Context: an optimization exercise on an open-source flow, tuned for small area, a short achievable clock period and few clock cycles per item. The choices shown serve that exercise and are no tape-out recipe.
Where RTL was checked, it was by simulation tests only, not by an equivalence proof against the original.
Power figures rest on the tool's default switching activity, not on a simulated workload.

## ex_stage
module ex_stage
#(
  parameter int unsigned WIDTH = 32
) (
  input  logic             clk,
  input  logic             rst,
  input  logic             in_valid,
  output logic             in_ready,
  input  logic [3:0]       operation,
  input  logic [WIDTH-1:0] op_a,
  input  logic [WIDTH-1:0] op_b,
  input  logic [4:0]       shamt,
  input  logic [4:0]       rd,
  input  logic             reg_write,
  input  logic             stall_in,
  input  logic             flush,
  output logic             out_valid,
  output logic [WIDTH-1:0] result,
  output logic             zero,
  output logic [4:0]       out_rd,
  output logic             out_reg_write,
  output logic             busy
);
Size in the first run: roughly 2200 cells after synthesis, ~160 flip-flops, roughly 130 I/O pins, roughly 20000 um^2 of cells after synthesis.
clock: 10.0 ns
lec_check: 0
abc_area: 1
abc_clock_period_in_ps: 4000
cap_margin: 20
core_margin: 2
core_utilization: 40
setup_slack_margin: 5
slew_margin: 20
synth_hierarchical: 1
standard.sh (not shown) runs the stock make flow with config.mk's settings and CLKGATE_MAP_FILE= SYNTH_SCRIPT=/design/flow/synth_recipe.tcl, a recipe that flattens the netlist after the stock synthesis.
==> flow/flow/run.sh <==
#!/bin/bash
# The standard layout; the port buffers use the smallest buffer cell
# (every input and output port still gets its own buffer).
set -euo pipefail
bash standard.sh "BUFFER_PORTS_ARGS=-buffer_cell sky130_fd_sc_hd__buf_1" finish > flow_make.log 2>&1
Testbench counts at the start, summed over its fixed seeds: cycles 13,329, items 12,000.
Next try:
- ABC_CLOCK_PERIOD_IN_PS: 4000 -> unset
- CORE_UTILIZATION: 40 -> 60
=> The changed run passed the timing, design-rule and antenna checks; worst hold slack gains 0.0052 ns; non-clock buffer count goes down by 4; via count goes up by 1.6%; global-route usage goes up by 13 points; routed wire length goes down by 5.6%; final cell count goes down by 7.9%; power goes up by 3.5%.
Next try:
- CORE_UTILIZATION: 60 -> 40
- CTS_BUF_LIST: unset -> sky130_fd_sc_hd__clkbuf_8
- CTS_CLUSTER_DIAMETER: unset -> 80
- CTS_CLUSTER_SIZE: unset -> 40
After rerunning: The changed run finished clean; setup slack is worse by 0.016 ns; total power falls by a few percent; clock skew climbs by 0.0048 ns; first-iteration DRC count decreases by about a fifth; wire length increases by a few percent; register-to-register slack loses 0.02 ns; critical path depth does not change; fmax decreases slightly; synthesized cell count does not change; utilization decreases by 22 points; die area climbs by well over a third.
Next try:
- CAP_MARGIN: 20 -> 5
- CTS_CLUSTER_DIAMETER: 80 -> unset
- CTS_CLUSTER_SIZE: 40 -> unset
- SLEW_MARGIN: 20 -> 5
Synthesized cell count does not change.
Clock skew stays the same.
Global-route usage does not change.
Synthesized area does not change.
Critical path depth is unchanged.
Via count does not change.
Worst setup slack does not change.
Final cell count does not change.
Wire length stays the same.
Next try:
- CAP_MARGIN: 5 -> 20
- SLEW_MARGIN: 5 -> 20
After rerunning: Via count does not change. Final area is unchanged. Power stays the same. Setup slack is unchanged. Core utilization stays the same. Routed wire length stays the same. Die area is unchanged. Non-clock buffer count is unchanged. Sequential power stays flat. Global-route usage is unchanged. Critical path depth is unchanged.

========
Setup of ember:
ex_stage, a different RTL version from the one above (not shown whole).
Size in the first run: roughly 2600 cells after synthesis, about 150 flip-flops, roughly 22000 um^2 of cells after synthesis.
// ex_stage
module ex_stage
#(
  parameter int unsigned WIDTH = 32
) (
  input  logic             clk,
  input  logic             rst,
  input  logic             in_valid,
  output logic             in_ready,
  input  logic [3:0]       operation,
  input  logic [WIDTH-1:0] op_a,
  input  logic [WIDTH-1:0] op_b,
  input  logic [4:0]       shamt,
  input  logic [4:0]       rd,
  input  logic             reg_write,
  input  logic             stall_in,
  input  logic             flush,
  output logic             out_valid,
  output logic [WIDTH-1:0] result,
  output logic             zero,
  output logic [4:0]       out_rd,
  output logic             out_reg_write,
  output logic             busy
);
  logic v0_q, v1_q;
  logic hold1_s, ld1_s, ld0_s;
  assign hold1_s  = v1_q & stall_in;
  assign ld1_s    = ~hold1_s;
  assign ld0_s    = ~(v0_q & hold1_s);
  assign in_ready = ld0_s;
  always_ff @(posedge clk) begin
    if (!rst || flush) begin
      v0_q <= 1'b0;
      v1_q <= 1'b0;
    end else begin
      if (ld0_s) v0_q <= in_valid;
      if (ld1_s) v1_q <= v0_q;
    end
  end
  logic [31:0] a0_q, b0_q;
  logic [3:0]  op0_q;
  logic [4:0]  rd0_q;
  logic        rw0_q;
  logic        in_sll, in_srl;
  logic [31:0] a_in, b_in, b_rev, pow2;
  assign in_sll = (operation == OP_SLL);
  assign in_srl = (operation == OP_SRL);
  always_comb begin
  ...
make LEC_CHECK=0 ABC_AREA=1 ABC_CLOCK_PERIOD_IN_PS=4000 CAP_MARGIN=20 CORE_MARGIN=2 CORE_UTILIZATION=40 SETUP_SLACK_MARGIN=5 SLEW_MARGIN=20 SYNTH_HIERARCHICAL=1 finish   # period 10.0 ns
run.sh (not shown) runs the stock make flow with config.mk's settings and CLKGATE_MAP_FILE= SYNTH_SCRIPT=/design/flow/synth_recipe.tcl, a recipe that flattens the netlist after the stock synthesis.
Stock flow here: none of the scripts above is used.
ember: done, clean on timing, DRC and antenna
Here is what was changed in the inputs of sierra compared with ember.
--- a/flow/config.mk
+++ b/flow/config.mk
@@ -6,5 +6,5 @@
 export NUM_CORES = 4
 export LEC_CHECK = 0
-export ABC_AREA = 1
+export ABC_AREA = 0
 export ABC_CLOCK_PERIOD_IN_PS = 4000
 export CAP_MARGIN = 20
sierra ran to completion and came out clean on the timing, design-rule and antenna checks. Critical path depth in cells | sierra above ember. Per the comparison of sierra with ember, met2 demand-to-capacity share in global routing grew by 0.29 points, synthesized net count up 724. Against ember as the reference, sierra delivers a lower synthesis-to-finish area growth. [sierra] clock-buffer cell count fell 1 relative to ember.
No run of this note included a check of the RTL's function; only the layout flow was run.

========
## oak
ex_stage, a different RTL version from the one above (not shown whole).
Size: ~2400 cells after synthesis, roughly 160 flip-flops, about 130 I/O pins.
==> flow/config.mk <==
export PLATFORM = sky130hd
export DESIGN_NAME = ex_stage
export DESIGN_NICKNAME = ex_stage
export VERILOG_FILES = /design/flow/design.v
export SDC_FILE = /design/flow/constraint.sdc
export NUM_CORES = 4
export LEC_CHECK = 0
export ABC_AREA = 1
export CAP_MARGIN = 20
export CORE_MARGIN = 2
export CORE_UTILIZATION = 55
export CTS_BUF_LIST = sky130_fd_sc_hd__clkbuf_8
export SETUP_SLACK_MARGIN = 5
export SLEW_MARGIN = 20
export SYNTH_HIERARCHICAL = 1
==> flow/constraint.sdc <==
create_clock -name core_clock -period 10.0 [get_ports {clk}]
set_input_delay 2.0000 -clock core_clock [delete_from_list [all_inputs] [get_ports {clk}]]
set_output_delay 2.0000 -clock core_clock [all_outputs]
set_load 0.01 [all_outputs]
standard.sh (not shown) runs the stock make flow with config.mk's settings and CLKGATE_MAP_FILE= SYNTH_SCRIPT=/design/flow/synth_recipe.tcl, a recipe that flattens the netlist after the stock synthesis.
Scripts as last shown in full above: flow/flow/run.sh
Testbench counts of oak, summed over its fixed seeds: cycles 13,329, items 12,000.
Here is what was changed in the inputs of pine compared with oak.
Settings: PLACE_DENSITY newly set to 0.72; CORE_UTILIZATION changed from 55 to 40.
Findings:
Of oak and pine, the run reporting the higher first-iteration DRC count was pine.
pine has headroom to the max-slew limit below what oak had.
Reported for oak and pine, maximum count of clock buffers along a single path turned out identical to the last digit.
There was hardly any difference in design area between pine and oak.
pine against oak: sequential share of layout area stayed essentially flat; global-route usage fell by 13 points; I/O pin count stayed essentially flat; clock insertion delay at the later pin of the skew report stayed essentially flat.
Post-route fraction of the period consumed by the critical path came out lower on pine than on oak.
Busiest layer in global routing = met1: pine; busiest layer in global routing = met2: oak
Diff oak -> pine | power in combinational cells | down by a few percent
Setup changes, pine to birch
Settings: changing PLACE_DENSITY from 0.72 to 0.82.
Results
- [compare] base=pine new=birch: hold slack -4.0 ps, shortest period the worst path allows increased by 110 ps relative to the old numbers.
- pine → birch: quantity of gates resized following cts fell 8, met1 capacity usage during global routing fell 5.8 points, number of max-cap violations about even.
#### Input delta (maple over birch)
Settings: PLACE_DENSITY removed (was 0.82).
[summary]
- The flow did not stop early for maple: all stages ran, and the layout cleared the timing, design-rule and antenna checks.
- maple vs birch, net switching power went up by about 1.8%.
- Worst setup slack: maple < birch
- The clock period minus worst slack reported for maple is greater than that of birch by 43 ps.
- Summary: total detailed-routing wirelength, maple worse than birch
- | cell area | maple vs birch | worse |
- maple ended up with a lower sequential share of cell area than birch did.
[inputs] cedar vs maple
Settings: an added PLACE_DENSITY of 0.72; a deleted SETUP_SLACK_MARGIN that had been 5.
==> flow/flow/run.sh <==
#!/bin/bash
# The standard layout, with two changes to how it is made (the clock period
# and constraints are the design's):
#  - the port buffers use the smallest buffer cell (every input and output
#    port still gets its own buffer);
#  - the timing repair aims for a setup margin of 5.25 ns instead of 5.
set -euo pipefail
bash standard.sh SETUP_SLACK_MARGIN=5.25 "BUFFER_PORTS_ARGS=-buffer_cell sky130_fd_sc_hd__buf_1" finish > flow_make.log 2>&1
- On first-pass GRT wire length, maple and cedar are neck and neck.
- Relative to maple, the power share of the combinational group of cedar is lower by 0.6 points.
- STATUS via count: cedar loses against maple

what the ideal ports hide:
In the flow no input, the clock included, has a driving cell. The finished layouts below were timed again as built, in two steps. Step 1, drivers: a clkbuf_16 drives clk and a buf_2 each remaining input, both assumed. Step 2 also shifts input and output timing later by t, the mid clock arrival at the registers, as if the neighbouring blocks saw the same clock. Three values: ideal, step 1, step 2; two values: the first two.
| run | shift t [ns] | slack for setup (ns) | pins driven straight from the clock port |
|---|---|---|---|
| the first run of note 1 | 0.510 | 5.012 / 5.012 / 4.671 | 1 |
| the second run of note 1 | 0.494 | 4.998 / 4.998 / 4.820 | 1 |
| the third run of note 1 | 0.554 | 4.982 / 4.982 / 4.710 | 1 |
| the fourth run of note 1 | 0.554 | 4.982 / 4.982 / 4.710 | 1 |
| the fifth run of note 1 | 0.554 | 4.982 / 4.982 / 4.710 | 1 |
| ember | 0.505 | 4.912 / 4.912 / 4.912 | 1 |
| sierra | 0.552 | 4.495 / 4.430 / 4.982 | 1 |
| oak | 0.545 | 4.995 / 4.995 / 4.769 | 1 |
| pine | 0.541 | 5.080 / 5.055 / 4.743 | 1 |
| birch | 0.568 | 4.974 / 4.974 / 4.747 | 1 |
| maple | 0.553 | 4.931 / 4.931 / 4.680 | 1 |
| cedar | 0.544 | 5.249 / 5.222 / 4.911 | 1 |
After both steps every run listed still meets setup and hold. For the first run of note 1, which loses most, drivers alone change the setup slack by 0.000 ns; drivers and shift together by -0.341 ns.
